From an optimization exercise on the open Yosys and OpenROAD flow, aimed at small area and few clock cycles per item; shortcuts taken in it are not production practice. Function was checked by simulation only, so behaviour that the tests miss may differ from the original. No activity file was given, so power comes from the tool's default toggle rates.

job 8428:
==> flow/design.v (excerpt) <==
module sobel_top (
    input  logic       clk,
    input  logic       rst_n,
    input  logic       pix_valid,
    output logic       pix_ready,
    input  logic [7:0] pix,
    output logic       edge_valid,
    input  logic       edge_ready,
    output logic       edge_bit,
    output logic       edge_last       
);
    logic [255:0] ring_a;         
    logic [255:0] ring_b;         
    logic [4:0]   tapcol;         
    logic [4:0]   icol;           
    logic [4:0]   rf;             
    logic         fl;             
    logic         fin;            
    logic [7:0]   ibuf;           
    logic         ibuf_v;
    logic [9:0]        v1, v0;        
    logic [8:0]        d1, d0;        
    logic [7:0] tap_a, tap_b;
    logic       can_load, r0, r1, at_i, at_f, idle;
    logic       acc, wl, wf, fin_step, wsh, emit, col0, use_new;
    logic [4:0] icol_n, rf_n;
    logic       fl_n, fin_n;
    logic       tmask;            
    logic       unew;             
    assign tap_a = ring_a[255:248];
    assign tap_b = ring_b[255:248];
    assign can_load = !edge_valid || edge_ready;
    assign r0       = fl || (rf == 5'd0);
    assign r1       = !fl && (rf == 5'd1);
    assign at_i     = (tapcol == icol);
  ...
Size: about 1,200 cells after synthesis, ~580 flip-flops, roughly 16 I/O pins.
Settings: LEC_CHECK=0, CAP_MARGIN=20, CORE_MARGIN=2, CORE_UTILIZATION=40, CTS_BUF_LIST=sky130_fd_sc_hd__clkbuf_8, CTS_CLUSTER_DIAMETER=60, CTS_CLUSTER_SIZE=18, PLACE_DENSITY=0.6, SLEW_MARGIN=20; clock period 8.0 ns.
standard.sh (not shown) runs the stock make flow with config.mk's settings and CLKGATE_MAP_FILE= SYNTH_SCRIPT=/design/flow/synth_recipe.tcl, a recipe that flattens the netlist after the stock synthesis.
==> flow/flow/run.sh <==
#!/bin/bash
# Own layout flow: the standard layout (standard.sh, unchanged synthesis,
# placement, routing and power grid), with the clock tree built from
# clkbuf_8 sink clusters and without CTS dummy loads. The full make output
# goes to standard.log here; ORFS's per-step logs are under orfs/logs.
set -euo pipefail
export CTS_ARGS="-sink_clustering_enable -repair_clock_nets -sink_clustering_size 20 -sink_clustering_max_diameter 55 -buf_list sky130_fd_sc_hd__clkbuf_8 -dont_use_dummy_load"
bash standard.sh > standard.log 2>&1
Testbench counts of job 8428, summed over its fixed seeds: cycles 24,856, pixels 24,576.
> inputs changed (job 8428 -> job 6139)
diff --git a/flow/flow/run.sh b/flow/flow/run.sh
--- a/flow/flow/run.sh
+++ b/flow/flow/run.sh
@@ -7 +7,2 @@
-export CTS_ARGS="-sink_clustering_enable -repair_clock_nets -sink_clustering_size 20 -sink_clustering_max_diameter 55 -buf_list sky130_fd_sc_hd__clkbuf_8 -dont_use_dummy_load"
+export CTS_ARGS="-sink_clustering_enable -repair_clock_nets -sink_clustering_size 18 -sink_clustering_max_diameter 60 -buf_list sky130_fd_sc_hd__clkbuf_8 -dont_use_dummy_load"
+export BUFFER_PORTS_ARGS="-buffer_cell sky130_fd_sc_hd__buf_1"
--- outcome ---
Changes observed in job 6139 relative to job 8428: core utilization saw a decrease, synthesis-to-layout area growth saw a decrease.
Summary of job 6139 over job 8428: minimum clock period now larger, total stage count of the critical path went down.
Power across job 6139 and job 8428: no real change.
The final reports for job 6139 and job 8428 show switching share of power lower in the former.
On part of the cycle the worst path needs: between job 6139 and job 8428, it ends up higher for job 6139.
When job 6139 is set beside job 8428, its aggregate routed wire length turns out to be 270 um smaller.
Looking at job 6139 and job 8428, the placed cell count is a wash.
Input changes introduced in job 4592 (baseline for comparison: job 6139):
diff --git a/flow/flow/run.sh b/flow/flow/run.sh
--- a/flow/flow/run.sh
+++ b/flow/flow/run.sh
@@ -7,2 +7 @@
-export CTS_ARGS="-sink_clustering_enable -repair_clock_nets -sink_clustering_size 18 -sink_clustering_max_diameter 60 -buf_list sky130_fd_sc_hd__clkbuf_8 -dont_use_dummy_load"
-export BUFFER_PORTS_ARGS="-buffer_cell sky130_fd_sc_hd__buf_1"
+export CTS_ARGS="-sink_clustering_enable -repair_clock_nets -sink_clustering_size 18 -sink_clustering_max_diameter 80 -buf_list sky130_fd_sc_hd__clkbuf_8 -dont_use_dummy_load"
From job 6139 to job 4592 the numbers moved as follows: clock-buffer cell count shows a reduction of 7.1%; amount of wire on met3 after detailed routing decreased about 2.4%; max-cap violation count ~0 delta; final cell count without fillers roughly the same.
Diff job 6139 -> job 4592: average footprint of a synthesized cell held, placer congestion estimate went down, basic-gate share of the synthesized area counting and, or, nand and nor cells about even, via count normalized by instance count went down 0.71%, signed area change from the synthesized netlist to the final layout grew by 0.33 points.
Compared with job 6139, job 4592 ends up with a larger final cell area.
Setup changes, job 4592 to job 2028
diff --git a/flow/flow/run.sh b/flow/flow/run.sh
--- a/flow/flow/run.sh
+++ b/flow/flow/run.sh
@@ -7 +7 @@
-export CTS_ARGS="-sink_clustering_enable -repair_clock_nets -sink_clustering_size 18 -sink_clustering_max_diameter 80 -buf_list sky130_fd_sc_hd__clkbuf_8 -dont_use_dummy_load"
+export CTS_ARGS="-sink_clustering_enable -repair_clock_nets -sink_clustering_size 18 -sink_clustering_max_diameter 60 -buf_list sky130_fd_sc_hd__clkbuf_8 -dont_use_dummy_load"
### Flow results
Summary of the comparison: power density over the cells is higher in job 2028, relative to job 4592.
Number of violations of the max-capacitance limit came out exactly the same in job 4592 and job 2028.
Summary of job 2028 over job 4592: post-route total power increased about 0.5%; met3 track utilization from global routing saw little to no change; final area did not really move; area share of and/or/nand/nor cells after synthesis stayed essentially flat; sequential share of layout area held.
On global-route usage, job 2028 tracks job 4592 almost exactly.
Comparing job 4592 and job 2028, the lower slack of the worst reg-to-reg path is on job 4592.
In terms of wire length, job 2028 and job 4592 differ only marginally.
Relative to job 2028, the following input files were edited for job 5805:
==> flow/run.sh (new file) <==
#!/bin/bash
# synth_recipe.tcl (not shown) runs the flow's synth.tcl, then flattens the netlist and writes it again
# the make line also repeats each setting of config.mk as NAME=value (left out here)
make -C /OpenROAD-flow-scripts/flow DESIGN_CONFIG=/design/flow/config.mk WORK_HOME=/design/flow/orfs CLKGATE_MAP_FILE= SYNTH_SCRIPT=/design/flow/synth_recipe.tcl finish
removed: flow/flow/run.sh
removed: flow/standard.sh
## What came out
The internal reg-to-reg setup slack on job 2028 is in line with that on job 5805.
The run showing the greater routing usage on met2 is job 5805.
Looking at job 2028 and job 5805, the combinational-cell power consumption is a wash.
Side by side, worst path setup slack after routing turned out lower in job 5805 than in job 2028.
Re total power: job 5805 is about 2.6% up on job 2028.
As far as number of antenna violations at the first check in global routing goes, job 5805 and job 2028 are indistinguishable; the numbers are identical.
The data arrival time of the worst path in job 5805 sits 0.06 ns above the value recorded for job 2028.
Input-level comparison between job 986 and job 5805:
==> flow/flow/run.sh (new file) <==
#!/bin/bash
# Own layout flow: the standard layout (standard.sh, unchanged synthesis,
# placement, routing and power grid), with the clock tree built from
# clkbuf_8 sink clusters and without CTS dummy loads. The full make output
# goes to standard.log here; ORFS's per-step logs are under orfs/logs.
set -euo pipefail
export CTS_ARGS="-sink_clustering_enable -repair_clock_nets -sink_clustering_size 22 -sink_clustering_max_diameter 60 -buf_list sky130_fd_sc_hd__clkbuf_8 -dont_use_dummy_load"
bash standard.sh > standard.log 2>&1
==> flow/standard.sh (new file) <==
#!/bin/bash
# synth_recipe.tcl (not shown) runs the flow's synth.tcl, then flattens the netlist and writes it again
# the make line also repeats each setting of config.mk as NAME=value (left out here)
make -C /OpenROAD-flow-scripts/flow DESIGN_CONFIG=/design/flow/config.mk WORK_HOME=/design/flow/orfs CLKGATE_MAP_FILE= SYNTH_SCRIPT=/design/flow/synth_recipe.tcl "${@:-finish}"
removed: flow/run.sh
[summary]
- Comparing number of buffers inserted during clock tree synthesis for job 986 and job 5805, the smaller number came from job 986.
- Comparing post-route met1 wirelength for job 986 and job 5805, the bigger number came from job 5805.
- In the flow results for job 986 and job 5805, the fraction of layout instances using a drive strength above 1 is larger on job 5805.
- Total via count after detailed routing, job 986 and job 5805: lower on job 986
- From job 986 to job 5805, number of tap cells added at floorplan did not move at all.
- ~same final-layout non-clock buffer area share in job 986 and job 5805
- Post-detailed-route wirelength per cell, job 986 vs job 5805: up slightly
- Routed wire length: job 986 < job 5805

[afterwards: timing with drivers on the ports]
The flow's constraints put no driver on any port. The routed layouts listed below were extracted and timed again, unchanged, in two steps. Step 1 (the two cells are an assumption about what drives the block):
set clk [get_ports {clk}]
set_driving_cell -lib_cell sky130_fd_sc_hd__clkbuf_16 $clk
set_driving_cell -lib_cell sky130_fd_sc_hd__buf_2 [delete_from_list [all_inputs] $clk]
Step 2 moves the port delays by t, midway between the first and last clock arrival at a register: inputs arrive t later, outputs are due t later. That takes back most of the time a late clock gives input paths. Three values: no drivers, after step 1, after step 2; two values: the first two.
run | shift t [ns] | setup slack, ns | hold WS [ns] | latest minus earliest clock arrival (ns) | worst register clock-pin slew, ns
job 8428 | 0.579 | 0.465 / 0.465 / 0.465 | 0.256 / 0.256 / 0.256 | 0.123 / 0.123 | 0.11 / 0.11
job 6139 | 0.564 | 0.444 / 0.444 / 0.444 | 0.289 / 0.289 / 0.289 | 0.109 / 0.110 | 0.10 / 0.10
job 4592 | 0.596 | 0.506 / 0.506 / 0.506 | 0.256 / 0.256 / 0.256 | 0.090 / 0.090 | 0.11 / 0.11
job 2028 | 0.591 | 0.544 / 0.544 / 0.544 | 0.294 / 0.294 / 0.294 | 0.066 / 0.066 | 0.10 / 0.10
job 5805 | 0.622 | 0.538 / 0.538 / 0.538 | 0.322 / 0.322 / 0.322 | 0.023 / 0.024 | 0.11 / 0.11
job 986 | 0.590 | 0.555 / 0.555 / 0.555 | 0.279 / 0.279 / 0.279 | 0.081 / 0.081 | 0.12 / 0.12
After both steps every run listed still meets setup and hold.
